Source: an optimization exercise on an open RTL-to-GDS flow (aim: small area, a short achievable clock period and few clock cycles). Production flows keep margins and buffers that such runs may drop. Function was checked by simulation only, so behaviour that the tests miss may differ from the original. Power is estimated from default activity; no workload was simulated.

`config.mk`:
```
export PLATFORM = sky130hd
export DESIGN_NAME = complex_unit
export DESIGN_NICKNAME = complex_unit
export VERILOG_FILES = /design/flow/design.v
export SDC_FILE = /design/flow/constraint.sdc
export NUM_CORES = 4
export LEC_CHECK = 0
export CAP_MARGIN = 20
export CORE_MARGIN = 2
export CORE_UTILIZATION = 40
export SLEW_MARGIN = 20
```
`constraint.sdc`:
```
create_clock -name core_clock -period 10.0 [get_ports {cpu_clk_i}]
set_input_delay 2.0000 -clock core_clock [delete_from_list [all_inputs] [get_ports {cpu_clk_i}]]
set_output_delay 2.0000 -clock core_clock [all_outputs]
set_load 0.01 [all_outputs]
```
`design.v`:
```
module complex_unit (
    input  logic          cpu_clk_i,
    input  logic          rst_i,
    input  logic          flush_i,
    input  logic          cu_valid_i,
    input  logic [2:0]    cu_opcode_i,
    input  logic [31:0]   cu_operand1_i,
    input  logic [31:0]   cu_operand2_i,
    output logic          busy_o,
    output logic [31:0]   result_o,
    output logic          wb_valid_o
);
    typedef enum logic [1:0] {IDLE, MUL, DIV, FIX} state_t;
    state_t      r_state;
    state_t      w_next_state;
    logic [5:0]  r_cnt;
    logic [1:0]  r_op;
    logic [31:0] r_a;
    logic [31:0] r_b;
    logic [31:0] r_div;
    logic [31:0] r_quo;
    logic [31:0] r_rem;
    logic        r_neg_q;
    logic        r_neg_r;
    logic        r_div_zero;
    logic        r_ovf;
    logic [31:0] r_result;
    logic        w_accept;
    logic        w_is_div;
    logic        w_div_signed;
    logic        w_a_neg;
    logic        w_b_neg;
    logic [31:0] w_a_mag;
    logic [31:0] w_b_mag;
    logic        w_b_zero;
    logic        w_ovf;
    logic        w_busy;
    logic        w_wb_valid;
    logic signed [32:0] w_mul_a;
    logic signed [32:0] w_mul_b;
    logic signed [63:0] w_prod;
    logic [31:0] w_mul_res;
    logic [32:0] w_trial;
    logic [32:0] w_sub;
    logic [31:0] w_q_fix;
    logic [31:0] w_r_fix;
    assign w_accept     = (r_state == IDLE) && cu_valid_i && !flush_i;
    assign w_is_div     = cu_opcode_i[2];
    assign w_div_signed = w_is_div && !cu_opcode_i[0];
    assign w_a_neg      = w_div_signed && cu_operand1_i[31];
    assign w_b_neg      = w_div_signed && cu_operand2_i[31];
    assign w_a_mag      = w_a_neg ? (32'd0 - cu_operand1_i) : cu_operand1_i;
    assign w_b_mag      = w_b_neg ? (32'd0 - cu_operand2_i) : cu_operand2_i;
    assign w_b_zero     = (cu_operand2_i == 32'd0);
    assign w_ovf        = w_div_signed && (cu_operand1_i == 32'h8000_0000)
                          && (cu_operand2_i == 32'hFFFF_FFFF);
    assign w_mul_a   = {((r_op == 2'b01) || (r_op == 2'b10)) && r_a[31], r_a};
    assign w_mul_b   = {(r_op == 2'b01) && r_b[31], r_b};
    assign w_prod    = 64'(w_mul_a) * 64'(w_mul_b);
    assign w_mul_res = (r_op == 2'b00) ? w_prod[31:0] : w_prod[63:32];
    assign w_trial = {r_rem, r_quo[31]};
    assign w_sub   = w_trial - {1'b0, r_div};
    assign w_q_fix = r_div_zero ? 32'hFFFF_FFFF :
                     r_ovf      ? 32'h8000_0000 :
                     r_neg_q    ? (32'd0 - r_quo) : r_quo;
    assign w_r_fix = r_div_zero ? r_a :
                     r_ovf      ? 32'd0 :
                     r_neg_r    ? (32'd0 - r_rem) : r_rem;
    always_ff @(posedge cpu_clk_i) begin
        if (rst_i) begin
            r_state <= IDLE;
        end else begin
            r_state <= w_next_state;
        end
    end
    always_comb begin
        w_next_state = r_state;
        w_busy       = (r_state != IDLE);
        w_wb_valid   = 1'b0;
        case (r_state)
            IDLE: begin
                if (w_accept) begin
                    w_next_state = w_is_div ? DIV : MUL;
                end
            end
            MUL: w_next_state = FIX;
            DIV: begin
                if (r_cnt == 6'd32) begin
                    w_next_state = FIX;
                end
            end
            FIX: begin
                w_next_state = IDLE;
                w_wb_valid   = !flush_i && !rst_i;
            end
            default: w_next_state = IDLE;
        endcase
        if (flush_i) begin
            w_next_state = IDLE;
        end
    end
    always_ff @(posedge cpu_clk_i) begin
        if (rst_i) begin
            r_cnt      <= 6'd0;
            r_op       <= 2'b00;
            r_a        <= 32'd0;
            r_b        <= 32'd0;
            r_div      <= 32'd0;
            r_quo      <= 32'd0;
            r_rem      <= 32'd0;
            r_neg_q    <= 1'b0;
            r_neg_r    <= 1'b0;
            r_div_zero <= 1'b0;
            r_ovf      <= 1'b0;
            r_result   <= 32'd0;
        end else if (w_accept) begin
            r_op       <= cu_opcode_i[1:0];
            r_a        <= cu_operand1_i;
            r_b        <= cu_operand2_i;
            r_div      <= w_b_mag;
            r_quo      <= w_a_mag;
            r_rem      <= 32'd0;
            r_neg_q    <= w_a_neg ^ w_b_neg;
            r_neg_r    <= w_a_neg;
            r_div_zero <= w_is_div && w_b_zero;
            r_ovf      <= w_ovf;
            r_cnt      <= 6'd0;
        end else if (flush_i) begin
            r_cnt <= 6'd0;
        end else begin
            case (r_state)
                MUL: r_result <= w_mul_res;
                DIV: begin
                    if (r_cnt == 6'd32) begin
                        r_result <= r_op[1] ? w_r_fix : w_q_fix;
                        r_cnt    <= 6'd0;
                    end else begin
                        r_cnt <= r_cnt + 6'd1;
                        if (!w_sub[32]) begin
                            r_rem <= w_sub[31:0];
                            r_quo <= {r_quo[30:0], 1'b1};
                        end else begin
                            r_rem <= w_trial[31:0];
                            r_quo <= {r_quo[30:0], 1'b0};
                        end
                    end
                end
                default: ;
            endcase
        end
    end
    assign busy_o     = w_busy;
    assign wb_valid_o = w_wb_valid;
    assign result_o   = w_wb_valid ? r_result : 32'd0;
endmodule
```
`run.sh`:
```
#!/bin/bash
# synth_recipe.tcl (not shown) runs the flow's synth.tcl, then flattens the netlist and writes it again
# the make line also repeats each setting of config.mk as NAME=value (left out here)
make -C /OpenROAD-flow-scripts/flow DESIGN_CONFIG=/design/flow/config.mk WORK_HOME=/design/flow/orfs CLKGATE_MAP_FILE= SYNTH_SCRIPT=/design/flow/synth_recipe.tcl finish
```
==> summary.txt <==
Psw -> 1.35 mW
EDFF count, synth -> 0
Finished Core Util -> 43.2%
Clock Sinks -> 205
Worst path depth -> 28
Final Max Tran Viols -> 0
Crit path largest cell delay -> 0.90 ns
Critical path's slowest cell -> fa_1
Die Y -> 363 um
Most common cell after layout, fill and taps aside -> inv_1
Logic pwr share -> 38.5%
Seq/Total Area, Yosys -> 7.95%
Initial DRC Count -> 3178
Max-cap violations -> 0
Fin crit period -> 9.26 ns
Initial core utilization -> 40.4%
Startpoint Class -> flop
Setup Crit Path Kind -> flop to flop
Worst Hold Class -> flop to flop
Int Power -> 1.85 mW
Initial antenna violation count -> 7
Clock Path Buffers -> 3
Lkg Pwr -> 24.9 nW
Synth Area per Inst -> 8.49 um2
Slew margin rel. -> 27.4%
Commonest cells after routing, fill and taps aside -> inv_1, fa_1, nand2_1
Ys async rst share -> 0%
CTS tree -> yes
Switching share of power -> 42.2%
Syn_nets -> 7533
Synth Instances -> 6080
CP max FO -> 19
Die W -> 363 um
Max IR drop VDD -> 137 uV
Yosys warning count -> 1
FF-to-FF path depth -> 28
Tcrit/Tclk final -> 92.6%
Setup TNS -> 0 ns
First-pass GRT wire length -> 257000 um
Detailed Place HPWL -> 134000 um
Seq pwr share -> 30.1%
Yosys reg bits -> 205
CTS buffer count -> 27
Synth cell types -> 100
Post_cts resized -> 0
Buf/Inv on CP -> 9
Ratio of cells with drive above 1 in the final layout -> 4.09%
IO Pins -> 105
Largest net degree at the start of global routing -> 75
Mapped Area -> 0.0516 mm2
Rows -> 131
Final setup fails -> 0
Via density -> 5.37
CTS clk-pin slew, worst paths -> 0.07 ns
RSZ-0062 raised after global routing -> no
Total GRT Usage -> 25.3%
Via count -> 41100
FILL cells -> 12700
Top FF cell, synth -> dfxtp_1
Worst-Skew Late Latency -> 0.58 ns
Power share of the clock group -> 31.4%
Worst Setup End Kind -> flop
WHS Path Cells -> 2
Core area -> 0.128 mm2
Final wirelength -> 163000 um
Area growth syn-to-layout -> 6.97%
Vias in the first global route -> 43100
Delay-heaviest family, CP -> adder cells
Root Driver -> clkbuf_16
Total congestion overflow -> 0
Post-CTS Hold Buffers -> 0
Post-placement cell count -> 7596
DRC errors left -> 0
Post-CTS Setup Inserts -> 0
# nets final -> 7416
Setup Skew -> 0.0206 ns
Worst-margin pin slew -> 1.09 ns
Routed Antenna Nets -> 0
Worst EP required -> 10.45 ns
Fmax -> 108 MHz
Status -> complete, no violations
Worst Path Arrival -> 9.71 ns
Die area -> 0.132 mm2
Fin cells -> 7651
IO Port Bufs -> 104
Hold_ws -> 0.451 ns
Clock H-tree levels -> 1
DR WL/cell -> 21.4 um
Drt first pass iters -> 6
GP Congestion -> 0.973
PwrDens -> 57.9 mW/mm2
Final hold vios -> 0
==> worst register-to-register path: cells and delay by family (launching register included) <==
| family | cells | cell delay [ns] |
|---|---|---|
| adders and majority gates | 10 | 4.95 |
| xor gates and xnor gates | 1 | 0.15 |
| DFF | 1 | 0.36 |
| AOI/OAI and AO/OA | 6 | 1.62 |
| and+or+nand+nor | 2 | 0.71 |
| buffers and inverters | 9 | 1.36 |
==> cell families after synthesis <==
| kind of cell | after synthesis | share of synthesized area [%] |
|---|---|---|
| buf+inv | 1636 | 12.0 |
| mux | 63 | 1.22 |
| compound gates | 713 | 9.04 |
| flops | 205 | 7.95 |
| simple gates | 1876 | 16.4 |
| xor+xnor | 205 | 3.48 |
| fa+ha+maj | 1382 | 49.9 |
==> flip-flops by register name (all words and copies together), names as in the netlist <==
register    cells
r_op            2
r_a            32
r_result       32
r_cnt           6
r_div          31
r_neg_r         1
r_neg_q         1
r_ovf           1
r_state         2
r_b            32
r_rem          32
r_div_zero      1
r_quo          32
==> per-stage QoR <==
step           cell area [um2]  setup WS [ns]  total power [mW]
2_1_floorplan            51600           1.25              1.72
3_3_place_gp             54300          0.920              2.18
3_5_place_dp             54300          0.810              2.19
4_1_cts                  55200          0.728              3.19
5_1_grt                  55200          0.177              3.36
6_report                 55200          0.735              3.20
==> synthesized netlist by cell type (all sizes together) (8+ instances only) <==
cell	number	area, um2
a211oi	65	500
a21boi	8	60.1
a21o	41	308
a21oi	222	1130
a311oi	11	103
a31oi	24	171
a32o	9	90.1
and2	313	1960
and3	32	201
buf	24	141
clkbuf	353	1330
dfxtp	205	4100
fa	1126	22500
ha	256	3200
inv	1259	4730
mux2i	62	621
nand2	1089	4090
nand2b	18	113
nand3	49	245
nand4	22	138
nor2	211	797
nor2b	11	68.8
nor3	32	160
nor4	20	138
o2111ai	8	70.1
o211ai	15	113
o21a	14	105
o21ai	151	775
o21bai	16	124
o221ai	13	114
o22ai	17	113
o31ai	31	251
o41ai	15	165
or2	17	111
or3	30	188
or4	11	93.8
xnor2	114	998
xor2	91	797
==> layout make-up <==
cell class,instances,area [um2],share of cell area (%)
multi-input cells,4239,41400,74.9
repair buffers,231,2040,3.70
clock buffers,35,756,1.37
well taps,1662,2080,3.77
clock inverters,15,133,0.240
diodes,5,12.5,0.0227
flip-flops and latches,205,4120,7.46
inverters,1259,4730,8.56
==> power groups by stage <==
| stage | clock (mW) | combinational [mW] | sequential [mW] |
|---|---|---|---|
| floorplan | 0 | 0.826 | 0.893 |
| detailed placement | 0 | 1.21 | 0.979 |
| CTS | 1.01 | 1.22 | 0.960 |
| global route | 1.04 | 1.35 | 0.967 |
| finish | 1.00 | 1.23 | 0.964 |
| global placement | 0 | 1.20 | 0.977 |
==> layer usage <==
| metal | GRT usage [%] | wire [um] | vias to the layer above |
|---|---|---|---|
| met5 | 0 | 0 | - |
| met3 | 3.06 | 11000 | 275 |
| met2 | 41.7 | 76900 | 1383 |
| met4 | 9.16 | 7080 | 0 |
| li1 | - | - | 18200 |
| met1 | 34.3 | 68500 | 21300 |
==> path summary, 6_finish.rpt <==
| check | from | to | slack, ns |
|---|---|---|---|
| worst max-delay path | r_op[0] | r_result[31] | 0.74 |
| worst min-delay path | r_div[31] | r_div[31] | 0.45 |
| worst max register to register | r_op[0] | r_result[31] | 0.74 |
| worst min register to register | r_div[31] | r_div[31] | 0.45 |
Testbench counts, summed over its fixed seeds: cycles 40,960.

==> afterwards: timing with drivers on the ports <==
Ports are ideal in the flow. The routed layout listed here was re-timed in OpenROAD.
Step 1 (the two cells are an assumption about what drives the block):
set clk [get_ports {cpu_clk_i}]
set_driving_cell -lib_cell sky130_fd_sc_hd__clkbuf_16 $clk
set_driving_cell -lib_cell sky130_fd_sc_hd__buf_2 [delete_from_list [all_inputs] $clk]
Step 2, shift: input delay + t, output delay - t, t = (earliest + latest rising clock arrival at the registers) / 2. This alone moves slack from input paths to output paths.
a / b / c = no drivers / after step 1 / after step 2; a / b = the first two.
shift t [ns]: 0.626
setup slack, ns: 0.735 / 0.735 / 0.735
hold WS [ns]: 0.451 / 0.451 / 0.451
slew at the worst register clock pin (ns): 0.07 / 0.07
pins driven straight from the clock port: 1
After both steps setup and hold are still met in this run. For this run, drivers alone change the setup slack by 0.000 ns; drivers and shift together by 0.000 ns.
